Source: an optimization exercise on an open RTL-to-GDS flow (aim: small area and a short achievable clock period). Production flows keep margins and buffers that such runs may drop. Where RTL was checked, it was by simulation tests only, not by an equivalence proof against the original. Power figures rest on the tool's default switching activity, not on a simulated workload.

// alu_array_top
module alu_array_top (
	input  logic         clk,
	input  logic         arst_n,
	input  logic         in_valid,
	input  logic [2:0]   op,          
	input  logic [127:0] a_bus,       
	input  logic [127:0] b_bus,
	output logic         out_valid,
	output logic [127:0] result_bus,
	output logic [3:0]   carry_bus,
	output logic [3:0]   zero_bus
);
Size in the first run: about 18000 sq um of cells after synthesis.
export LEC_CHECK = 0
export CAP_MARGIN = 20
export CORE_MARGIN = 2
export CORE_UTILIZATION = 40
export SLEW_MARGIN = 20
create_clock -name core_clock -period 18.0 [get_ports {clk}]
standard.sh (not shown) runs the stock make flow with config.mk's settings and CLKGATE_MAP_FILE= SYNTH_SCRIPT=/design/flow/synth_recipe.tcl, a recipe that flattens the netlist after the stock synthesis.
==> flow/flow/run.sh <==
#!/bin/bash
# The standard layout, with the smallest buffer on every port instead of the
# one buffer_ports picks on its own, a clock tree of smaller buffers without
# dummy loads, and timing repair that aims well below the clock period.
set -euo pipefail
export BUFFER_PORTS_ARGS="-buffer_cell sky130_fd_sc_hd__buf_1"
export CTS_ARGS="-sink_clustering_enable -repair_clock_nets -dont_use_dummy_load -buf_list {sky130_fd_sc_hd__clkbuf_4 sky130_fd_sc_hd__clkbuf_8}"
export SETUP_SLACK_MARGIN=13.2
bash standard.sh > standard.log 2>&1
The first run passed the timing, design-rule and antenna checks.
==> next run, changes <==
--- a/flow/flow/run.sh
+++ b/flow/flow/run.sh
@@ -6,3 +6,3 @@
 export BUFFER_PORTS_ARGS="-buffer_cell sky130_fd_sc_hd__buf_1"
-export CTS_ARGS="-sink_clustering_enable -repair_clock_nets -dont_use_dummy_load -buf_list {sky130_fd_sc_hd__clkbuf_4 sky130_fd_sc_hd__clkbuf_8}"
+export CTS_ARGS="-sink_clustering_enable -repair_clock_nets -dont_use_dummy_load -sink_clustering_size 20 -sink_clustering_max_diameter 80 -buf_list {sky130_fd_sc_hd__clkbuf_4 sky130_fd_sc_hd__clkbuf_8}"
 export SETUP_SLACK_MARGIN=13.2
CORE_UTILIZATION = 60   (was 40)
SYNTH_HIERARCHICAL = 1   (was unset)
Count of clock-buffer cells in the layout shrinks by 51.
Die area drops by a quarter to a third.
Setup slack is better by 95 ps.
Hold slack improves by 40 ps.
Combinational power shrinks by roughly a tenth.
Sequential cell count is unchanged.
Utilization went up by 21 points.
Total power decreases by about a fifth.
Cell area shrinks by roughly a tenth.
Non-clock buffer count is lower by 14.
Routed wire length drops by about a fifth.
==> next run, changes <==
CORE_UTILIZATION = 40   (was 60)
What happened: The changed run passed the timing, design-rule and antenna checks. Die area increases by well over a third. Clock-buffer cell count increases by 2. Power increases slightly.
==> next run, changes <==
--- a/flow/flow/run.sh
+++ b/flow/flow/run.sh
@@ -7,3 +7,3 @@
 export CTS_ARGS="-sink_clustering_enable -repair_clock_nets -dont_use_dummy_load -sink_clustering_size 20 -sink_clustering_max_diameter 80 -buf_list {sky130_fd_sc_hd__clkbuf_4 sky130_fd_sc_hd__clkbuf_8}"
-export SETUP_SLACK_MARGIN=13.2
+export SETUP_SLACK_MARGIN=13.35
 bash standard.sh > standard.log 2>&1
=> Cell area went up by 9.3%; synthesized cell count is unchanged; non-clock buffer count went up by 17; worst hold slack gets worse by 5.9 ps; critical path depth went up by 1; combinational power went up by 17%; setup slack gets worse by 20 ps.

* * *

alu_array_top, a different RTL version from the one above (not shown whole).
For scale: ~1300 cells after synthesis, roughly 470 flip-flops, ~400 I/O pins, about 16000 um^2 of cells after synthesis.
export LEC_CHECK = 0
export CAP_MARGIN = 20
export CORE_MARGIN = 2
export CORE_UTILIZATION = 40
export SLEW_MARGIN = 20
export SYNTH_HIERARCHICAL = 1
create_clock -name core_clock -period 18.0 [get_ports {clk}]
==> flow/flow/run.sh <==
#!/bin/bash
# The standard layout, with the smallest buffer on every port instead of the
# one buffer_ports picks on its own, a clock tree of smaller buffers without
# dummy loads, and timing repair that aims well below the clock period.
set -euo pipefail
export BUFFER_PORTS_ARGS="-buffer_cell sky130_fd_sc_hd__buf_1"
export CTS_ARGS="-sink_clustering_enable -repair_clock_nets -dont_use_dummy_load -sink_clustering_size 18 -sink_clustering_max_diameter 60 -buf_list {sky130_fd_sc_hd__clkbuf_4 sky130_fd_sc_hd__clkbuf_8}"
export SETUP_SLACK_MARGIN=13.23
bash standard.sh > standard.log 2>&1
Then changed:
--- a/flow/flow/run.sh
+++ b/flow/flow/run.sh
@@ -8 +8 @@
-export SETUP_SLACK_MARGIN=13.23
+export SETUP_SLACK_MARGIN=13.28
Maximum frequency goes up by about 1.4%.
Setup slack improves by 0.065 ns.
Non-clock buffer count goes down by 1.
Clock power goes down by about 2%.
Via count goes down by about 1.3%.
Total power is about the same.
Die area does not change.
Area after synthesis stays the same.
Routed wire length goes down by 2.6%.
Then changed:
--- a/flow/flow/run.sh
+++ b/flow/flow/run.sh
@@ -8 +8 @@
-export SETUP_SLACK_MARGIN=13.28
+export SETUP_SLACK_MARGIN=13.26
The new run finished with timing, DRC and antenna clean; setup slack degrades by 0.0049 ns; global-route usage hardly moves; combinational power drops by about 1%; total power barely changes.
Then changed:
--- a/flow/flow/run.sh
+++ b/flow/flow/run.sh
@@ -8 +8 @@
-export SETUP_SLACK_MARGIN=13.26
+export SETUP_SLACK_MARGIN=13.2
Outcome: The changed run passed the timing, design-rule and antenna checks. Worst setup slack gets worse by 0.063 ns. Power rises slightly. Design area falls slightly. Synthesized cell count stays the same. Non-clock buffer count falls by 4. Die area is unchanged. Cell count stays flat. Global-route usage rises by 0.62 points. Via count rises slightly. Clock skew falls by 0.013 ns. Utilization falls by 0.35 points.

* * *

v24:
alu_array_top, a different RTL version from the one above (not shown whole).
For scale: roughly 400 I/O pins, ~16000 um^2 of cells after synthesis.
clock: 18.0 ns
lec_check: 0
cap_margin: 20
core_margin: 2
core_utilization: 40
slew_margin: 20
synth_hierarchical: 1
==> flow/flow/run.sh <==
#!/bin/bash
# The standard layout, with the smallest buffer on every port instead of the
# one buffer_ports picks on its own, a clock tree of smaller buffers without
# dummy loads, and timing repair that aims well below the clock period.
set -euo pipefail
export BUFFER_PORTS_ARGS="-buffer_cell sky130_fd_sc_hd__buf_1"
export CTS_ARGS="-sink_clustering_enable -repair_clock_nets -dont_use_dummy_load -sink_clustering_size 30 -sink_clustering_max_diameter 100 -buf_list {sky130_fd_sc_hd__clkbuf_16}"
export SETUP_SLACK_MARGIN=13.2
bash standard.sh > standard.log 2>&1
v24 went all the way through the flow, and no timing, DRC or antenna check failed.
Input-level comparison between v56 and v24:
==> flow/flow/run.sh <==
#!/bin/bash
# The standard layout, with the smallest buffer on every port instead of the
# one buffer_ports picks on its own, a clock tree of smaller buffers without
# dummy loads, and timing repair that aims well below the clock period.
set -euo pipefail
export BUFFER_PORTS_ARGS="-buffer_cell sky130_fd_sc_hd__buf_1"
export CTS_ARGS="-sink_clustering_enable -repair_clock_nets -dont_use_dummy_load -sink_clustering_size 20 -sink_clustering_max_diameter 50 -buf_list {sky130_fd_sc_hd__clkbuf_4 sky130_fd_sc_hd__clkbuf_8}"
export SETUP_SLACK_MARGIN=13.2
bash standard.sh > standard.log 2>&1
### Flow results
- As far as share of cell area taken by multi-input logic gates is concerned, v24 and v56 perform about the same.
- Looking at v56 and v24, the final worst-path cycle share is a wash.
- | total power | v56 vs v24 | 1.7% higher |
diff inputs: v56 => v41
==> flow/flow/run.sh <==
#!/bin/bash
# The standard layout, with the smallest buffer on every port instead of the
# one buffer_ports picks on its own, a clock tree of smaller buffers without
# dummy loads, and timing repair that aims well below the clock period.
set -euo pipefail
export BUFFER_PORTS_ARGS="-buffer_cell sky130_fd_sc_hd__buf_1"
export CTS_ARGS="-sink_clustering_enable -repair_clock_nets -dont_use_dummy_load -sink_clustering_size 20 -sink_clustering_max_diameter 80 -buf_list {sky130_fd_sc_hd__clkbuf_4 sky130_fd_sc_hd__clkbuf_8}"
export SETUP_SLACK_MARGIN=13.2
bash standard.sh > standard.log 2>&1
--- outcome ---
Final setup slack of the worst path, v56 and v41, lower one = v56. The area used by sequential logic in the layout was comparable across v56 and v41. Lower critical path depth goes to v41 over v56.
Inputs modified between v41 and v23:
==> flow/flow/run.sh <==
#!/bin/bash
# The standard layout, with the smallest buffer on every port instead of the
# one buffer_ports picks on its own, a clock tree of smaller buffers without
# dummy loads, and timing repair that aims well below the clock period.
set -euo pipefail
export BUFFER_PORTS_ARGS="-buffer_cell sky130_fd_sc_hd__buf_1"
export CTS_ARGS="-sink_clustering_enable -repair_clock_nets -dont_use_dummy_load -sink_clustering_size 18 -sink_clustering_max_diameter 60 -buf_list {sky130_fd_sc_hd__clkbuf_4 sky130_fd_sc_hd__clkbuf_8}"
export SETUP_SLACK_MARGIN=13.2
bash standard.sh > standard.log 2>&1
### Flow results
v23 reached the final stage; the timing, design-rule and antenna checks on its layout passed. v23 — leakage power total about 0.6% lower, v41 as reference. The switching portion of total power was comparable across v41 and v23. Area growth from synthesis to final layout up 0.37 points in v23 wrt v41. Changes observed in v23 relative to v41: number of buffers created by CTS rose 25%, part of the power in combinational logic fell by 0.4 points, max-slew violation count barely changed. v41 consumes less power than v23. v23 vs v41 — sum of met3 wire segment lengths after detailed routing rose about 9%.

* * *

== run 1 ==
The RTL this note starts from:
==> flow/design.v <==
`default_nettype none
package alu_pkg;
	localparam int WIDTH   = 32;  
	localparam int LANES   = 4;   
	localparam int LATENCY = 3;   
	localparam int BLK     = 4;   
	localparam int NBLK    = WIDTH / BLK;
	typedef enum logic [2:0] {
		ADD = 3'd0,  
		SUB = 3'd1,  
		SEQ = 3'd2,  
		SNE = 3'd3,  
		SLT = 3'd4,  
		SGT = 3'd5,  
		SLE = 3'd6,  
		SGE = 3'd7   
	} alu_op_e;
endpackage
`default_nettype wire
`timescale 1ns/1ps
`default_nettype none
module op_dispatch (
	input  logic                                     clk,
	input  logic                                     arst_n,
	input  logic                                     in_valid,
	input  logic [2:0]                               op,
	input  logic [alu_pkg::LANES*alu_pkg::WIDTH-1:0] a_bus,
	input  logic [alu_pkg::LANES*alu_pkg::WIDTH-1:0] b_bus,
	output logic                                     req_valid,
	output logic [2:0]                               req_op,
	output logic                                     req_sub,   
	output logic [alu_pkg::LANES*alu_pkg::WIDTH-1:0] req_sum,   
	output logic [alu_pkg::LANES*alu_pkg::NBLK-1:0]  req_gen    
);
	localparam int WIDTH = alu_pkg::WIDTH;
	localparam int LANES = alu_pkg::LANES;
	localparam int BLK   = alu_pkg::BLK;
	localparam int NBLK  = alu_pkg::NBLK;
	logic                   sub;
	logic [LANES*WIDTH-1:0] b_eff;
	logic [LANES*WIDTH-1:0] sum_d;
	logic [LANES*NBLK-1:0]  gen_d;
	assign sub   = (op != alu_pkg::ADD);  
	assign b_eff = b_bus ^ {(LANES*WIDTH){sub}};
	genvar j;
	generate
		for (j = 0; j < LANES*NBLK; j++)
		begin : g_blk
			assign {gen_d[j], sum_d[j*BLK +: BLK]} =
				{1'b0, a_bus[j*BLK +: BLK]} + {1'b0, b_eff[j*BLK +: BLK]};
		end
	endgenerate
	always_ff @(posedge clk or negedge arst_n)
	begin
		if (!arst_n)
			req_valid <= 1'b0;
		else
			req_valid <= in_valid;
	end
	always_ff @(posedge clk)
	begin
		req_op  <= op;
		req_sub <= sub;
		req_sum <= sum_d;
		req_gen <= gen_d;
	end
endmodule
`default_nettype wire
`timescale 1ns/1ps
`default_nettype none
module alu_lane (
	input  logic                      clk,
	input  logic [2:0]                req_op,
	input  logic                      req_sub,   
	input  logic [alu_pkg::WIDTH-1:0] req_sum,   
	input  logic [alu_pkg::NBLK-1:0]  req_gen,   
	output logic [alu_pkg::WIDTH-1:0] result,
	output logic                      cout,
	output logic                      zero
);
	localparam int WIDTH = alu_pkg::WIDTH;
	localparam int BLK   = alu_pkg::BLK;
	localparam int NBLK  = alu_pkg::NBLK;
	localparam int LVLS  = $clog2(NBLK);
	logic             use_set;
	logic [NBLK-1:0]  prop;       
	logic [NBLK:0]    carry;      
	logic [WIDTH-1:0] sum;
	logic             sum_zero;
	logic             set_bit;
	logic [WIDTH-1:0] lane_res;
	assign use_set = req_op[2] | req_op[1];
	logic [NBLK-1:0] gg [LVLS+1];
	logic [NBLK-1:0] pp [LVLS+1];
	genvar j, l;
	generate
		for (j = 0; j < NBLK; j++)
		begin : g_blk
			assign prop[j] = &req_sum[j*BLK +: BLK];
			if (j == 0)
			begin : g_first
				assign gg[0][j] = req_gen[j] | (prop[j] & req_sub);
				assign pp[0][j] = 1'b0;
			end
			else
			begin : g_rest
				assign gg[0][j] = req_gen[j];
				assign pp[0][j] = prop[j];
			end
		end
		for (l = 0; l < LVLS; l++)
		begin : g_lvl
			for (j = 0; j < NBLK; j++)
			begin : g_node
				if (j >= (1 << l))
				begin : g_comb
					assign gg[l+1][j] = gg[l][j] | (pp[l][j] & gg[l][j-(1<<l)]);
					assign pp[l+1][j] = pp[l][j] & pp[l][j-(1<<l)];
				end
				else
				begin : g_pass
					assign gg[l+1][j] = gg[l][j];
					assign pp[l+1][j] = pp[l][j];
				end
			end
		end
	endgenerate
	assign carry[0] = req_sub;  
	assign carry[NBLK:1] = gg[LVLS];
	generate
		for (j = 0; j < NBLK; j++)
		begin : g_sum
			assign sum[j*BLK +: BLK] = req_sum[j*BLK +: BLK] + {{(BLK-1){1'b0}}, carry[j]};
		end
	endgenerate
	assign sum_zero = (sum == '0);
	always_comb
	begin
		case (req_op)
			alu_pkg::SEQ: set_bit = sum_zero;
			alu_pkg::SNE: set_bit = ~sum_zero;
			alu_pkg::SLT: set_bit = ~carry[NBLK];
			alu_pkg::SGT: set_bit = carry[NBLK] & ~sum_zero;
			alu_pkg::SLE: set_bit = ~carry[NBLK] | sum_zero;
			default:      set_bit = carry[NBLK];  
		endcase
		lane_res = use_set ? {{(WIDTH-1){1'b0}}, set_bit} : sum;
	end
	always_ff @(posedge clk)
	begin
		result <= lane_res;
		cout   <= carry[NBLK];  
		zero   <= use_set ? ~set_bit : sum_zero;
	end
endmodule
`default_nettype wire
`timescale 1ns/1ps
`default_nettype none
module result_collect (
	input  logic                                     clk,
	input  logic                                     arst_n,
	input  logic                                     req_valid,
	input  logic [alu_pkg::LANES*alu_pkg::WIDTH-1:0] res_result,
	input  logic [alu_pkg::LANES-1:0]                res_cout,
	input  logic [alu_pkg::LANES-1:0]                res_zero,
	output logic                                     out_valid,
	output logic [alu_pkg::LANES*alu_pkg::WIDTH-1:0] result_bus,
	output logic [alu_pkg::LANES-1:0]                carry_bus,
	output logic [alu_pkg::LANES-1:0]                zero_bus
);
	logic res_valid;
	always_ff @(posedge clk or negedge arst_n)
	begin
		if (!arst_n)
		begin
			res_valid <= 1'b0;
			out_valid <= 1'b0;
		end
		else
		begin
			res_valid <= req_valid;
			out_valid <= res_valid;
		end
	end
	always_ff @(posedge clk)
	begin
		result_bus <= res_result;
		carry_bus  <= res_cout;
		zero_bus   <= res_zero;
	end
endmodule
`default_nettype wire
`timescale 1ns/1ps
`default_nettype none
module alu_array_top (
	input  logic         clk,
	input  logic         arst_n,
	input  logic         in_valid,
	input  logic [2:0]   op,          
	input  logic [127:0] a_bus,       
	input  logic [127:0] b_bus,
	output logic         out_valid,
	output logic [127:0] result_bus,
	output logic [3:0]   carry_bus,
	output logic [3:0]   zero_bus
);
	localparam int WIDTH = alu_pkg::WIDTH;
	localparam int LANES = alu_pkg::LANES;
	localparam int NBLK  = alu_pkg::NBLK;
	logic                   req_valid;
	logic [2:0]             req_op;
	logic                   req_sub;
	logic [LANES*WIDTH-1:0] req_sum;
	logic [LANES*NBLK-1:0]  req_gen;
	logic [LANES*WIDTH-1:0] res_result;
	logic [LANES-1:0]       res_cout;
	logic [LANES-1:0]       res_zero;
	op_dispatch u_dispatch (
		.clk       (clk),
		.arst_n    (arst_n),
		.in_valid  (in_valid),
		.op        (op),
		.a_bus     (a_bus),
		.b_bus     (b_bus),
		.req_valid (req_valid),
		.req_op    (req_op),
		.req_sub   (req_sub),
		.req_sum   (req_sum),
		.req_gen   (req_gen)
	);
	genvar i;
	generate
		for (i = 0; i < LANES; i++)
		begin : g_lane
			alu_lane u_lane (
				.clk     (clk),
				.req_op  (req_op),
				.req_sub (req_sub),
				.req_sum (req_sum[i*WIDTH +: WIDTH]),
				.req_gen (req_gen[i*NBLK +: NBLK]),
				.result  (res_result[i*WIDTH +: WIDTH]),
				.cout    (res_cout[i]),
				.zero    (res_zero[i])
			);
		end
	endgenerate
	result_collect u_collect (
		.clk        (clk),
		.arst_n     (arst_n),
		.req_valid  (req_valid),
		.res_result (res_result),
		.res_cout   (res_cout),
		.res_zero   (res_zero),
		.out_valid  (out_valid),
		.result_bus (result_bus),
		.carry_bus  (carry_bus),
		.zero_bus   (zero_bus)
	);
endmodule
`default_nettype wire
==> flow/config.mk <==
export PLATFORM = sky130hd
export DESIGN_NAME = alu_array_top
export DESIGN_NICKNAME = alu_array_top
export VERILOG_FILES = /design/flow/design.v
export SDC_FILE = /design/flow/constraint.sdc
export NUM_CORES = 4
export LEC_CHECK = 0
export ABC_CLOCK_PERIOD_IN_PS = 1500
export CAP_MARGIN = 20
export CORE_MARGIN = 2
export CORE_UTILIZATION = 40
export SLEW_MARGIN = 20
==> flow/constraint.sdc <==
create_clock -name core_clock -period 18.0 [get_ports {clk}]
set_input_delay 3.6000 -clock core_clock [delete_from_list [all_inputs] [get_ports {clk}]]
set_output_delay 3.6000 -clock core_clock [all_outputs]
set_load 0.01 [all_outputs]
==> flow/flow/run.sh <==
#!/bin/bash
# The standard layout, with the smallest buffer on every port instead of the
# one buffer_ports picks on its own, a clock tree of smaller buffers without
# dummy loads, and timing repair that aims well below the clock period.
set -euo pipefail
export BUFFER_PORTS_ARGS="-buffer_cell sky130_fd_sc_hd__buf_1"
export CTS_ARGS="-sink_clustering_enable -repair_clock_nets -dont_use_dummy_load -buf_list {sky130_fd_sc_hd__clkbuf_4 sky130_fd_sc_hd__clkbuf_8}"
export SETUP_SLACK_MARGIN=13.2
bash standard.sh > standard.log 2>&1
Modified inputs, run 2 compared to run 1
diff --git a/flow/flow/run.sh b/flow/flow/run.sh
--- a/flow/flow/run.sh
+++ b/flow/flow/run.sh
@@ -3,2 +3,2 @@
-# one buffer_ports picks on its own, a clock tree of smaller buffers without
-# dummy loads, and timing repair that aims well below the clock period.
+# one buffer_ports picks on its own, and a clock tree of smaller buffers
+# without dummy loads.
@@ -8 +7,0 @@
-export SETUP_SLACK_MARGIN=13.2
diff --git a/flow/config.mk b/flow/config.mk
--- a/flow/config.mk
+++ b/flow/config.mk
@@ -8 +7,0 @@
-export ABC_CLOCK_PERIOD_IN_PS = 1500
Notes after the runs:
Relative to run 1, critical path depth decreased by 2 in run 2. Against run 1 as the reference, run 2 delivers a higher relative contribution of the clock network to total power. NOTE total met3 wirelength after detailed routing run 1->run 2 decreased by more than 10%. On power, run 2 does better than run 1. Fmax: run 2 < run 1. Setup slack after placement delta (run 2 − run 1): favourable.
[inputs] run 3 vs run 2
diff --git a/flow/flow/run.sh b/flow/flow/run.sh
--- a/flow/flow/run.sh
+++ b/flow/flow/run.sh
@@ -3,2 +3,2 @@
-# one buffer_ports picks on its own, and a clock tree of smaller buffers
-# without dummy loads.
+# one buffer_ports picks on its own, a clock tree of smaller buffers without
+# dummy loads, and timing repair that aims well below the clock period.
@@ -7,0 +8 @@
+export SETUP_SLACK_MARGIN=13.2
diff --git a/flow/config.mk b/flow/config.mk
--- a/flow/config.mk
+++ b/flow/config.mk
@@ -7,0 +8 @@
+export ABC_AREA = 1
### Flow results
Run 3 finished every step from synthesis to the final layout, and the layout passed the timing, design-rule and antenna checks. Routability congestion estimate from global placement ended up about 8% higher on run 3 than on run 2. Of run 3 and run 2, run 3 shows the higher total leakage power, with run 2 below it. Fraction of met2 tracks used by global routing: run 3 > run 2. Run 3 vs run 2: routed wire length up. Relative to run 2, the peak clock frequency supported by timing measured on run 3 has increased by more than 10%. Run 3 ended up with a higher share of layout cells above drive strength 1 than run 2 did. Run 2 -> run 3: final net count increased by more than 10%. As far as global route total overflow goes, run 3 and run 2 are indistinguishable; the numbers are identical. From run 2 to run 3 the numbers moved as follows: number of vias after detailed routing increased by about 12% relative to the old numbers; portion of the layout cell area used by clock cells fell 0.36 points.
Function was not checked in any run of this note: the RTL went through the layout flow alone.

[afterwards: timing with drivers on the ports]
Ports are ideal in the flow. The routed layouts listed here were re-timed in OpenROAD.
Step 1, drivers: a clkbuf_16 drives clk and a buf_2 each remaining input, both assumed.
Step 2 adds t to the input delays and takes it off the output delays; t is the mean of the earliest and latest rising clock arrival at the registers after step 1. Input paths then give back, and output paths get back, about the clock's delay inside the block.
Slacks: ideal ports / drivers / drivers and shift; pairs: ideal ports / drivers.
run | t (ns) | setup WS [ns] | hold WS [ns]
the first run of note 1 | 0.641 | 13.135 / 13.146 / 12.505 | 0.291 / 0.291 / 0.291
the second run of note 1 | 0.628 | 13.230 / 13.204 / 12.586 | 0.332 / 0.332 / 0.332
the third run of note 1 | 0.648 | 13.262 / 13.223 / 12.637 | 0.287 / 0.287 / 0.287
the fourth run of note 1 | 0.653 | 13.242 / 13.241 / 12.588 | 0.281 / 0.281 / 0.281
the first run of note 2 | 0.622 | 13.276 / 13.232 / 12.629 | 0.314 / 0.314 / 0.314
the second run of note 2 | 0.593 | 13.341 / 13.299 / 12.741 | 0.310 / 0.310 / 0.310
the third run of note 2 | 0.593 | 13.336 / 13.294 / 12.733 | 0.310 / 0.310 / 0.310
the fourth run of note 2 | 0.624 | 13.273 / 13.225 / 12.632 | 0.315 / 0.315 / 0.315
v24 | 0.577 | 13.206 / 13.238 / 12.662 | 0.337 / 0.337 / 0.337
v56 | 0.632 | 13.227 / 13.228 / 12.622 | 0.284 / 0.284 / 0.284
v41 | 0.635 | 13.244 / 13.197 / 12.656 | 0.250 / 0.250 / 0.250
v23 | 0.614 | 13.240 / 13.218 / 12.653 | 0.276 / 0.276 / 0.276
run 1 | 0.623 | 13.111 / 13.119 / 12.496 | 0.296 / 0.296 / 0.296
run 2 | 0.636 | 12.547 / 12.573 / 11.937 | 0.302 / 0.302 / 0.302
run 3 | 0.660 | 13.088 / 13.098 / 12.438 | 0.289 / 0.289 / 0.289
After both steps every run listed still meets setup and hold. The setup slack of the fourth run of note 1, which loses most, moves by -0.001 ns with the drivers and by -0.654 ns with both steps.
